What follows belongs to an exercise in optimizing a design on an open flow for small area, a short achievable clock period and few clock cycles; a production flow would make more cautious choices. Where RTL was checked, it was by simulation tests only, not by an equivalence proof against the original. Power and IR drop assume default switching activity.

== the reference run ==
==> flow/design.v <==
module mesh_top (
    input  logic        clock,
    input  logic        reset,
    input  logic        block_all_paths,
    input  logic [3:0]  req_valid,
    input  logic [71:0] req,
    output logic [3:0]  req_ready,
    output logic [3:0]  recv_valid,
    output logic [3:0]  recv_last,
    output logic [7:0]  recv_src,
    output logic [31:0] recv_data
);
    logic [3:0]      s_vld;
    logic [3:0]      s_last;
    logic [3:0][1:0] s_src;
    logic [3:0][7:0] s_data;
    logic [3:0][7:0] s_left;
    logic [3:0][3:0] take;
    logic [3:0]      ready;    
    logic [3:0][3:0] want;     
    logic [3:0][3:0] grant;    
    logic [3:0]      load;
    logic [3:0]      free_next;
    always_comb
    begin
        for (int s = 0; s < 4; s++)
        begin
            for (int d = 0; d < 4; d++)
            begin
                want[s][d] = (s != d) && req_valid[s] && !ready[s]
                             && req[18*s+16 +: 2] == d;
            end
        end
        for (int d = 0; d < 4; d++)
        begin
            load[d] = take[0][d] || take[1][d] || take[2][d] || take[3][d];
            free_next[d] = !load[d] && (!s_vld[d] || s_last[d] || s_left[d] == 8'd2);
        end
        for (int s = 0; s < 4; s++)
        begin
            for (int d = 0; d < 4; d++)
            begin
                grant[s][d] = want[s][d] && free_next[d] && !block_all_paths;
                for (int o = 0; o < s; o++)
                begin
                    if (want[o][d])
                        grant[s][d] = 1'b0;
                end
            end
        end
    end
    always_ff @(posedge clock)
    begin
        for (int s = 0; s < 4; s++)
        begin
            ready[s] <= !reset && |grant[s];
            for (int d = 0; d < 4; d++)
            begin
                if (s == d || reset)
                    take[s][d] <= 1'b0;
                else
                    take[s][d] <= grant[s][d];
            end
        end
    end
    always_ff @(posedge clock)
    begin
        for (int d = 0; d < 4; d++)
        begin
            logic       lv;
            logic       l1;
            logic [1:0] ls;
            logic [7:0] ll;
            logic [7:0] lf;
            lv = 1'b0;
            l1 = 1'b0;
            ls = 2'd0;
            ll = 8'd0;
            lf = 8'd0;
            for (int s = 0; s < 4; s++)
            begin
                if (take[s][d])
                begin
                    lv |= req_valid[s];
                    l1 |= req[18*s+8 +: 8] == 8'd1;
                    ls |= s[1:0];
                    ll |= req[18*s+8 +: 8];
                    lf |= req[18*s +: 8];
                end
            end
            if (reset)
            begin
                s_vld[d]  <= 1'b0;
                s_last[d] <= 1'b0;
            end
            else if (load[d])
            begin
                s_vld[d]  <= lv;
                s_last[d] <= lv && l1;
            end
            else if (s_last[d])
            begin
                s_vld[d]  <= 1'b0;
                s_last[d] <= 1'b0;
            end
            else if (s_vld[d])
            begin
                s_last[d] <= s_left[d] == 8'd2;
            end
            if (load[d])
            begin
                s_src[d]  <= ls;
                s_data[d] <= lf;
                s_left[d] <= ll;
            end
            else
            begin
                s_data[d] <= s_data[d] + 8'd1;
                s_left[d] <= s_left[d] - 8'd1;
            end
        end
    end
    assign req_ready  = ready;
    assign recv_valid = s_vld;
    assign recv_last  = s_last;
    for (genvar d = 0; d < 4; d++)
    begin : g_out
        assign recv_src[2*d +: 2]  = s_src[d];
        assign recv_data[8*d +: 8] = s_data[d];
    end
endmodule
export LEC_CHECK = 0
export CAP_MARGIN = 20
export CORE_MARGIN = 2
export CORE_UTILIZATION = 40
export SETUP_SLACK_MARGIN = 2.2
export SLEW_MARGIN = 20
create_clock -name core_clock -period 3.8 [get_ports {clock}]
standard.sh (not shown) runs the stock make flow with config.mk's settings and CLKGATE_MAP_FILE= SYNTH_SCRIPT=/design/flow/synth_recipe.tcl, a recipe that flattens the netlist after the stock synthesis.
==> flow/flow/run.sh <==
#!/bin/bash
# Standard layout with two changes: every port is buffered by a plain buf_1
# (buffer_ports otherwise picks a slow clkdlybuf4s50_1), and clock tree
# synthesis adds no dummy load cells.
set -euo pipefail
bash standard.sh \
    "BUFFER_PORTS_ARGS=-buffer_cell sky130_fd_sc_hd__buf_1" \
    "CTS_ARGS=-sink_clustering_enable -repair_clock_nets -dont_use_dummy_load -buf_list sky130_fd_sc_hd__clkbuf_8" \
    finish > standard_flow.log 2>&1
Changes in the trial run relative to the reference run:
--- a/flow/design.v
+++ b/flow/design.v
@@ -66,25 +66,22 @@
     always_ff @(posedge clock)
     begin
         for (int d = 0; d < 4; d++)
         begin
             logic       lv;
-            logic       l1;
             logic [1:0] ls;
             logic [7:0] ll;
             logic [7:0] lf;
             lv = 1'b0;
-            l1 = 1'b0;
             ls = 2'd0;
             ll = 8'd0;
             lf = 8'd0;
             for (int s = 0; s < 4; s++)
             begin
                 if (take[s][d])
                 begin
                     lv |= req_valid[s];
-                    l1 |= req[18*s+8 +: 8] == 8'd1;
                     ls |= s[1:0];
                     ll |= req[18*s+8 +: 8];
                     lf |= req[18*s +: 8];
                 end
             end
@@ -94,11 +91,11 @@
                 s_last[d] <= 1'b0;
             end
             else if (load[d])
             begin
                 s_vld[d]  <= lv;
-                s_last[d] <= lv && l1;
+                s_last[d] <= lv && ll == 8'd1;
             end
             else if (s_last[d])
             begin
                 s_vld[d]  <= 1'b0;
                 s_last[d] <= 1'b0;
[summary]
Every run in the comparison, the trial run and the reference run, completed the flow with a clean layout. In the trial run relative to the reference run, final cell count without fillers had gone down slightly. Re share of the core filled with cells: the trial run is 0.17 points down on the reference run. On actual transition at the worst max-transition pin: the trial run sits above the reference run. Sequential cell count came out exactly the same in the trial run and the reference run. Between the reference run and the trial run, the flow reports multi-input combinational gate total decreasing by a few percent. Against the reference run as the reference, the trial run delivers a lower core region area. | total power | lower: the trial run |. Power per cell area sits lower in the trial run than in the reference run. Going from the reference run to the trial run, maximum ir drop on the vdd rail shrinks by 9.1%. Sequential share of layout area, the trial run and the reference run: smaller value in the reference run. Compared with the reference run, the trial run ends up with a smaller final cell area. Max number of vias per cell after detailed routing across the trial run and the reference run: the trial run. Starting utilization of the core area came out lower on the trial run than on the reference run. Maximum frequency, the trial run and the reference run, lower one = the trial run. For the reference run, the kind of critical path was register to output pin, unlike the trial run, where it was input pin to register.
Function was not checked in any run of this note: the RTL went through the layout flow alone.


Starts from the design.v that is shown in full above.
export LEC_CHECK = 0
export CAP_MARGIN = 20
export CORE_MARGIN = 2
export CORE_UTILIZATION = 40
export SETUP_SLACK_MARGIN = 2.2
export SLEW_MARGIN = 20
export TNS_END_PERCENT = 0
create_clock -name core_clock -period 3.8 [get_ports {clock}]
Scripts as last shown in full above: flow/flow/run.sh
Change:
--- a/flow/design.v
+++ b/flow/design.v
@@ -12,15 +12,24 @@
 );
     logic [3:0]      s_vld;
     logic [3:0]      s_last;
+    logic [3:0]      s_pen;    
     logic [3:0][1:0] s_src;
     logic [3:0][7:0] s_data;
     logic [3:0][7:0] s_left;
     logic [3:0][3:0] take;
     logic [3:0]      ready;    
+    logic [3:0]      one;
     logic [3:0][3:0] want;     
     logic [3:0][3:0] grant;    
     logic [3:0]      load;
     logic [3:0]      free_next;
+    function automatic [1:0] rank(input int s, input int d);
+        case ((s - d) & 3)
+            1:       rank = 2'd0;
+            3:       rank = 2'd1;
+            default: rank = 2'd2;
+        endcase
+    endfunction
     always_comb
     begin
         for (int s = 0; s < 4; s++)
@@ -34,16 +43,16 @@
         for (int d = 0; d < 4; d++)
         begin
             load[d] = take[0][d] || take[1][d] || take[2][d] || take[3][d];
-            free_next[d] = !load[d] && (!s_vld[d] || s_last[d] || s_left[d] == 8'd2);
+            free_next[d] = !load[d] && (!s_vld[d] || s_last[d] || s_pen[d]);
         end
         for (int s = 0; s < 4; s++)
         begin
             for (int d = 0; d < 4; d++)
             begin
                 grant[s][d] = want[s][d] && free_next[d] && !block_all_paths;
-                for (int o = 0; o < s; o++)
+                for (int o = 0; o < 4; o++)
                 begin
-                    if (want[o][d])
+                    if (rank(o, d) < rank(s, d) && want[o][d])
                         grant[s][d] = 1'b0;
                 end
             end
@@ -54,6 +63,7 @@
         for (int s = 0; s < 4; s++)
         begin
             ready[s] <= !reset && |grant[s];
+            one[s]   <= req[18*s+8 +: 8] == 8'd1;
             for (int d = 0; d < 4; d++)
             begin
                 if (s == d || reset)
@@ -82,7 +92,7 @@
                 if (take[s][d])
                 begin
                     lv |= req_valid[s];
-                    l1 |= req[18*s+8 +: 8] == 8'd1;
+                    l1 |= one[s];
                     ls |= s[1:0];
                     ll |= req[18*s+8 +: 8];
                     lf |= req[18*s +: 8];
@@ -92,20 +102,24 @@
             begin
                 s_vld[d]  <= 1'b0;
                 s_last[d] <= 1'b0;
+                s_pen[d]  <= 1'b0;
             end
             else if (load[d])
             begin
                 s_vld[d]  <= lv;
                 s_last[d] <= lv && l1;
+                s_pen[d]  <= lv && ll == 8'd2;
             end
             else if (s_last[d])
             begin
                 s_vld[d]  <= 1'b0;
                 s_last[d] <= 1'b0;
+                s_pen[d]  <= 1'b0;
             end
             else if (s_vld[d])
             begin
-                s_last[d] <= s_left[d] == 8'd2;
+                s_last[d] <= s_pen[d];
+                s_pen[d]  <= s_left[d] == 8'd3;
             end
             if (load[d])
             begin
After rerunning: Worst hold slack gains 0.013 ns. Clock power rises by about 3%. Global-route usage came out lower by 0.33 points. Register-to-register slack degrades by 0.15 ns. Synthesized cell count goes up by 6.1%. Critical path depth is unchanged. Wire length is higher by 5.2%. Worst setup slack is worse by 0.18 ns. Utilization went up by 1.2 points. Via count climbs by 7.2%. Area after synthesis is higher by 3.9%. Final cell count climbs by 8.6%. Clock-buffer cell count stays the same. Sequential power stays flat.
No run of this note included a check of the RTL's function; only the layout flow was run.


## 11-11
// mesh_top: RTL as listed in full above, without the edits since
==> flow/config.mk <==
export PLATFORM = sky130hd
export DESIGN_NAME = mesh_top
export DESIGN_NICKNAME = mesh_top
export VERILOG_FILES = /design/flow/design.v
export SDC_FILE = /design/flow/constraint.sdc
export NUM_CORES = 4
export LEC_CHECK = 0
export CAP_MARGIN = 20
export CORE_MARGIN = 2
export CORE_UTILIZATION = 40
export SETUP_SLACK_MARGIN = 2.0
export SLEW_MARGIN = 20
==> flow/constraint.sdc <==
create_clock -name core_clock -period 3.8 [get_ports {clock}]
set_input_delay 0.7600 -clock core_clock [delete_from_list [all_inputs] [get_ports {clock}]]
set_output_delay 0.7600 -clock core_clock [all_outputs]
set_load 0.01 [all_outputs]
Scripts as last shown in full above: flow/flow/run.sh
diff inputs: 11-11 => 01-21
==> flow/design.v <==
module mesh_top (
    input  logic        clock,
    input  logic        reset,
    input  logic        block_all_paths,
    input  logic [3:0]  req_valid,
    input  logic [71:0] req,
    output logic [3:0]  req_ready,
    output logic [3:0]  recv_valid,
    output logic [3:0]  recv_last,
    output logic [7:0]  recv_src,
    output logic [31:0] recv_data
);
    logic [3:0]      s_vld;
    logic [3:0]      s_last;
    logic [3:0][1:0] s_src;
    logic [3:0][7:0] s_data;
    logic [3:0][7:0] s_left;
    logic [3:0][3:0] take;
    logic [3:0][3:0] want;     
    logic [3:0][3:0] grant;    
    logic [3:0]      load;
    logic [3:0]      free_next;
    always_comb
    begin
        for (int s = 0; s < 4; s++)
        begin
            req_ready[s] = |take[s];
            for (int d = 0; d < 4; d++)
            begin
                want[s][d] = (s != d) && req_valid[s] && !req_ready[s]
                             && req[18*s+16 +: 2] == d;
            end
        end
        for (int d = 0; d < 4; d++)
        begin
            load[d] = take[0][d] || take[1][d] || take[2][d] || take[3][d];
            free_next[d] = !load[d] && (!s_vld[d] || s_last[d] || s_left[d] == 8'd2);
        end
        for (int s = 0; s < 4; s++)
        begin
            for (int d = 0; d < 4; d++)
            begin
                grant[s][d] = want[s][d] && free_next[d] && !block_all_paths;
                for (int o = 0; o < s; o++)
                begin
                    if (want[o][d])
                        grant[s][d] = 1'b0;
                end
            end
        end
    end
    always_ff @(posedge clock)
    begin
        for (int s = 0; s < 4; s++)
        begin
            for (int d = 0; d < 4; d++)
            begin
                if (s == d || reset)
                    take[s][d] <= 1'b0;
                else
                    take[s][d] <= grant[s][d];
            end
        end
    end
    always_ff @(posedge clock)
    begin
        for (int d = 0; d < 4; d++)
        begin
            logic       lv;
            logic [1:0] ls;
            logic [7:0] ll;
            logic [7:0] lf;
            lv = 1'b0;
            ls = 2'd0;
            ll = 8'd0;
            lf = 8'd0;
            for (int s = 0; s < 4; s++)
            begin
                if (take[s][d])
                begin
                    lv |= req_valid[s];
                    ls |= s[1:0];
                    ll |= req[18*s+8 +: 8];
                    lf |= req[18*s +: 8];
                end
            end
            if (reset)
            begin
                s_vld[d]  <= 1'b0;
                s_last[d] <= 1'b0;
            end
            else if (load[d])
            begin
                s_vld[d]  <= lv;
                s_last[d] <= lv && ll == 8'd1;
            end
            else if (s_last[d])
            begin
                s_vld[d]  <= 1'b0;
                s_last[d] <= 1'b0;
            end
            else if (s_vld[d])
            begin
                s_last[d] <= s_left[d] == 8'd2;
            end
            if (load[d])
            begin
                s_src[d]  <= ls;
                s_data[d] <= lf;
                s_left[d] <= ll;
            end
            else
            begin
                s_data[d] <= s_data[d] + 8'd1;
                s_left[d] <= s_left[d] - 8'd1;
            end
        end
    end
    assign recv_valid = s_vld;
    assign recv_last  = s_last;
    for (genvar d = 0; d < 4; d++)
    begin : g_out
        assign recv_src[2*d +: 2]  = s_src[d];
        assign recv_data[8*d +: 8] = s_data[d];
    end
endmodule
Notes after the runs:
Compared 01-21 vs 11-11, and critical path depth is down in 01-21. Of 01-21 and 11-11, the run reporting the higher worst slew margin relative to its limit was 11-11. Number of unique standard cell types used by synthesis is higher on 01-21. The internal power in 01-21 was lower than what 11-11 gave. Between 01-21 and 11-11, signed area change from the synthesized netlist to the final layout is lower for 11-11, 01-21 comes in above that. Die: 01-21 smaller than 11-11. Fmax: 01-21 below 11-11. Delta (01-21 minus 11-11): sequential cell count went down about 4%; non-clock buffer total of the final layout went up 30%; maximum VDD drop went up 16%; overall via count from detail_route went up about 0.7%.
Testbench counts of 01-21, summed over its fixed seeds: cycles 11,356.
Function not checked in 11-11: the RTL went through the layout flow alone.

==> re-timing with driven ports <==
Ports are ideal in the flow. The routed layouts listed here were re-timed in OpenROAD. Step 1 sets driving cells, clkbuf_16 on the clock port and buf_2 on the other inputs (assumed; they add their load-dependent delay and slew). Step 2 times the ports against the registers' clock, not the clock port: input delays grow and output delays shrink by t, the midpoint of the rising clock arrivals with the driver on. Three values: ideal, step 1, step 2; two values: the first two.
run | t, ns | setup slack, ns | worst data-port slew with drivers (ns)
the reference run | 0.403 | 2.076 / 2.043 / 1.717 | 0.04
the trial run | 0.390 | 1.978 / 1.974 / 1.584 | 0.05
the first run of note 2 | 0.394 | 2.108 / 2.090 / 1.725 | 0.05
the second run of note 2 | 0.410 | 1.924 / 1.935 / 1.524 | 0.05
11-11 | 0.392 | 1.979 / 1.986 / 1.594 | 0.05
01-21 | 0.394 | 1.869 / 1.837 / 1.591 | 0.06
After both steps setup and hold are still met in every run listed. The setup slack of the second run of note 2, which loses most, moves by +0.011 ns with the drivers and by -0.400 ns with both steps.
